Background: an optimization exercise with open tools, aiming at small area, a short achievable clock period and few clock cycles per item. Do not read the settings as production practice. At most, simulation tests tie the RTL to the original design; equivalence was not proved. Power and IR drop assume default switching activity.

== old ==
==> flow/design.v <==
`timescale 1ns/1ps
`default_nettype none
module env_step_top (
    input  wire         i_clk,
    input  wire         i_rstn,
    input  wire  [31:0] i_mem_rdata,
    output logic [5:0]  o_mem_addr,
    output logic [31:0] o_mem_wdata,
    output logic        o_mem_we
);
    localparam logic [5:0] ACT_ADDR  = 6'd16;
    localparam logic [5:0] FLAG_ADDR = 6'd17;
    localparam logic [5:0] OBS_ADDR  = 6'd18;
    localparam logic [5:0] RWD_ADDR  = 6'd34;
    localparam logic [5:0] DONE_ADDR = 6'd35;
    localparam logic [3:0] S_POLLA0  = 4'd7;  
    localparam logic [3:0] S_POLLF   = 4'd1;  
    localparam logic [3:0] S_POLLA   = 4'd2;  
    localparam logic [3:0] S_LOAD    = 4'd3;  
    localparam logic [3:0] S_WRITE   = 4'd4;  
    localparam logic [3:0] S_RWD     = 4'd5;
    localparam logic [3:0] S_DONE    = 4'd6;
    localparam logic [3:0] S_CLEAR   = 4'd0;
    localparam logic [3:0] S_RA      = 4'd8;   
    localparam logic [3:0] S_RB      = 4'd9;   
    localparam logic [3:0] S_RESTART = 4'd10;  
    logic [31:0] ring [16];
    logic [15:0] v1;        
    logic [31:0] w;         
    logic [15:0] ad;        
    logic [15:0] oh;        
    logic [15:0] oh_nxt;    
    logic [15:0] oh_nxt2;   
    logic        act_q;     
    logic        w_step_q;  
    logic        verify_q;  
    logic [3:0]  ph;
    logic [3:0]  st;
    logic [3:0]  cnt;
    logic        loaded;    
    logic        ins;       
    logic [5:0]  addr_q;
    logic        we_q;
    assign o_mem_addr  = addr_q;
    assign o_mem_wdata = w;
    assign o_mem_we    = we_q;
    function automatic logic [15:0] inc16(input logic [15:0] x);
        for (int i = 0; i < 16; i++) inc16[i] = x[i] ^ (&(x | ~((16'd1 << i) - 16'd1)));
    endfunction
    function automatic logic [15:0] dec16(input logic [15:0] x);
        for (int i = 0; i < 16; i++) dec16[i] = x[i] ^ (&(~x | ~((16'd1 << i) - 16'd1)));
    endfunction
    logic               act;   
    logic [15:0]        pos_n;
    logic signed [15:0] wpos;
    logic               wdone;
    logic               flag_set, reload, mismatch, keep;
    logic               load_ad;   
    logic [15:0]        ad_n;
    logic [31:0]        rwd_word, w_other;
    always_comb begin
        for (int i = 0; i < 16; i++) begin
            oh[i]      = oh_nxt[(i + 1) % 16];
            oh_nxt2[i] = oh_nxt[(i + 15) % 16];
        end
    end
    assign act   = load_ad ? |(oh_nxt & i_mem_rdata[15:0]) : act_q;
    assign pos_n = ring[0][31:16] + v1;
    assign wpos  = w[31:16];
    assign wdone = (wpos > 16'sd1000) || (wpos < -16'sd1000);
    assign flag_set = (i_mem_rdata != '0);
    assign reload   = (i_mem_rdata == 32'd2) || !loaded;
    assign mismatch = verify_q && (i_mem_rdata[15:0] != ad);
    assign keep     = (st == S_WRITE) && !mismatch;  
    always_comb begin
        ad_n = ad;
        for (int i = 0; i < 16; i++) begin
            if (st == S_WRITE && oh[(i + 1) % 16]) ad_n[i] = wdone;
        end
    end
    always_comb begin
        rwd_word = '0;
        for (int i = 0; i < 16; i++) rwd_word[2*i] = ~ad_n[i];
    end
    always_comb begin
        if (st == S_WRITE)    w_other = rwd_word;
        else if (st == S_RWD) w_other = {16'd0, ad};
        else                  w_other = '0;
    end
    always_ff @(posedge i_clk) begin
        for (int j = 0; j < 16; j++) ring[j] <= ring[(j + 1) % 16];
        if (ins)  ring[1]  <= i_mem_rdata;
        if (keep) ring[14] <= w;
        v1 <= act ? inc16(ring[1][15:0]) : dec16(ring[1][15:0]);
        act_q <= |(oh_nxt2 & (load_ad ? i_mem_rdata[15:0] : ad));
        for (int i = 0; i < 16; i++) oh_nxt[i] <= (ph == 4'((i + 14) % 16));
        if (load_ad) ad <= i_mem_rdata[15:0];
        else         ad <= ad_n;
        if (w_step_q) w <= {pos_n, v1};
        else          w <= w_other;
    end
    logic [3:0] st_n;
    logic [3:0] cnt_n;
    logic [5:0] addr_n;
    logic       we_n;
    always_comb begin
        st_n   = st;
        cnt_n  = cnt + 4'd1;
        addr_n = ACT_ADDR;
        we_n   = 1'b0;
        case (st)
            S_POLLA0: begin
                st_n   = S_POLLF;
                addr_n = FLAG_ADDR;
            end
            S_POLLF: begin
                st_n   = S_POLLA;
                addr_n = ACT_ADDR;
            end
            S_POLLA: begin
                if (!flag_set) begin
                    st_n   = S_POLLF;
                    addr_n = FLAG_ADDR;
                end else if (reload) begin
                    st_n   = S_LOAD;
                    cnt_n  = '0;
                    addr_n = {2'b00, ph + 4'd4};
                end else begin
                    st_n   = S_WRITE;
                    cnt_n  = '0;
                    addr_n = OBS_ADDR + {2'b00, ph};
                    we_n   = 1'b1;
                end
            end
            S_LOAD: begin
                addr_n = {2'b00, ph + 4'd4};
                if (cnt == 4'd15) begin
                    st_n   = S_WRITE;
                    addr_n = OBS_ADDR + {2'b00, ph};
                    we_n   = 1'b1;
                end
            end
            S_RA: begin
                st_n = S_RB;
            end
            S_RB: begin
                st_n = S_RESTART;
            end
            S_RESTART: begin
                st_n   = S_WRITE;
                cnt_n  = '0;
                addr_n = OBS_ADDR + {2'b00, ph};
                we_n   = 1'b1;
            end
            S_WRITE: begin
                addr_n = OBS_ADDR + {2'b00, ph};
                we_n   = 1'b1;
                if (mismatch) begin
                    st_n   = S_RA;
                    addr_n = ACT_ADDR;
                    we_n   = 1'b0;
                end else if (cnt == 4'd15) begin
                    st_n   = S_RWD;
                    addr_n = RWD_ADDR;
                end
            end
            S_RWD: begin
                st_n   = S_DONE;
                addr_n = DONE_ADDR;
                we_n   = 1'b1;
            end
            S_DONE: begin
                st_n   = S_CLEAR;
                addr_n = FLAG_ADDR;
                we_n   = 1'b1;
            end
            default: begin  
                st_n   = S_POLLA0;
                addr_n = ACT_ADDR;
            end
        endcase
    end
    always_ff @(posedge i_clk) begin
        cnt      <= cnt_n;
        addr_q   <= addr_n;
        ins      <= (st == S_LOAD);
        load_ad  <= (st_n == S_POLLF) || (st_n == S_LOAD && cnt_n == 4'd0) || (st_n == S_RB);
        verify_q <= (st == S_POLLA) && flag_set && !reload;
        w_step_q <= !((st == S_WRITE && cnt >= 4'd14) || st == S_RWD);
    end
    always_ff @(posedge i_clk or negedge i_rstn) begin
        if (!i_rstn) begin
            st     <= S_CLEAR;
            ph     <= '0;
            loaded <= 1'b0;
            we_q   <= 1'b0;
        end else begin
            st   <= st_n;
            ph   <= ph + 4'd1;
            we_q <= we_n;
            if (st == S_LOAD && cnt == 4'd15) loaded <= 1'b1;
        end
    end
endmodule
`default_nettype wire
clock: 4.5 ns
lec_check: 0
abc_area: 1
cap_margin: 20
core_margin: 2
core_utilization: 40
cts_cluster_diameter: 80
cts_cluster_size: 30
setup_slack_margin: 2.6
slew_margin: 20
run.sh (not shown) runs the stock make flow with config.mk's settings and CLKGATE_MAP_FILE= SYNTH_SCRIPT=/design/flow/synth_recipe.tcl, a recipe that flattens the netlist after the stock synthesis.
Testbench counts of old, summed over its fixed seeds: cycles 38,280, steps 1,600.
## Diff of input files: new against old
--- a/flow/design.v
+++ b/flow/design.v
@@ -31,6 +31,4 @@
     logic [15:0] oh;        
     logic [15:0] oh_nxt;    
-    logic [15:0] oh_nxt2;   
-    logic        act_q;     
     logic        w_step_q;  
     logic        verify_q;  
@@ -60,10 +58,8 @@
     logic [31:0]        rwd_word, w_other;
     always_comb begin
-        for (int i = 0; i < 16; i++) begin
-            oh[i]      = oh_nxt[(i + 1) % 16];
-            oh_nxt2[i] = oh_nxt[(i + 15) % 16];
-        end
+        for (int i = 0; i < 16; i++) oh[i]     = (ph == 4'(i));
+        for (int i = 0; i < 16; i++) oh_nxt[i] = (ph == 4'((i + 15) % 16));
     end
-    assign act   = load_ad ? |(oh_nxt & i_mem_rdata[15:0]) : act_q;
+    assign act   = load_ad ? |(oh_nxt & i_mem_rdata[15:0]) : |(oh_nxt & ad);
     assign pos_n = ring[0][31:16] + v1;
     assign wpos  = w[31:16];
@@ -93,6 +89,4 @@
         if (keep) ring[14] <= w;
         v1 <= act ? inc16(ring[1][15:0]) : dec16(ring[1][15:0]);
-        act_q <= |(oh_nxt2 & (load_ad ? i_mem_rdata[15:0] : ad));
-        for (int i = 0; i < 16; i++) oh_nxt[i] <= (ph == 4'((i + 14) % 16));
         if (load_ad) ad <= i_mem_rdata[15:0];
         else         ad <= ad_n;
==> results.txt <==
Summary of new over old: depth of the most critical reg-to-reg path went up 1; area taken by multi-input logic gates climbed about 7%; synthesis-to-finish area growth went up.
Switching component of the power was lower in old than in new.
Diff old -> new: total design power now sits higher; number of cells in the design after placement now sits lower; final wirelength now sits higher; total global routing track utilization now sits at about the same level.
Summary of new over old: finished layout cell area shows an increase of 270 sq um; setup slack of the critical path after layout shows a reduction of 0.11 ns; non-clock inverter instance count of the final layout shows a reduction of 18%; total number of vias shows a reduction of 2.0%.
No functional check of the RTL was part of new.

separate check: timing with driven ports:
Ports are ideal in the flow. The routed layouts listed here were re-timed in OpenROAD.
Step 1: set_driving_cell puts a clkbuf_16 on i_clk and a buf_2 on each other input, an assumption about the parent block.
Step 2, shift: input delay + t, output delay - t, t = (earliest + latest rising clock arrival at the registers) / 2. This alone moves slack from input paths to output paths.
Three values: no drivers, after step 1, after step 2; two values: the first two.
run	shift t [ns]	setup slack, ns	slew at the worst register clock pin (ns)
old	0.628	2.492 / 2.442 / 2.025	0.11 / 0.11
new	0.645	2.379 / 2.379 / 2.068	0.11 / 0.11
After both steps setup and hold are still met in every run listed. The setup slack of old, which loses most, moves by -0.050 ns with the drivers and by -0.467 ns with both steps.
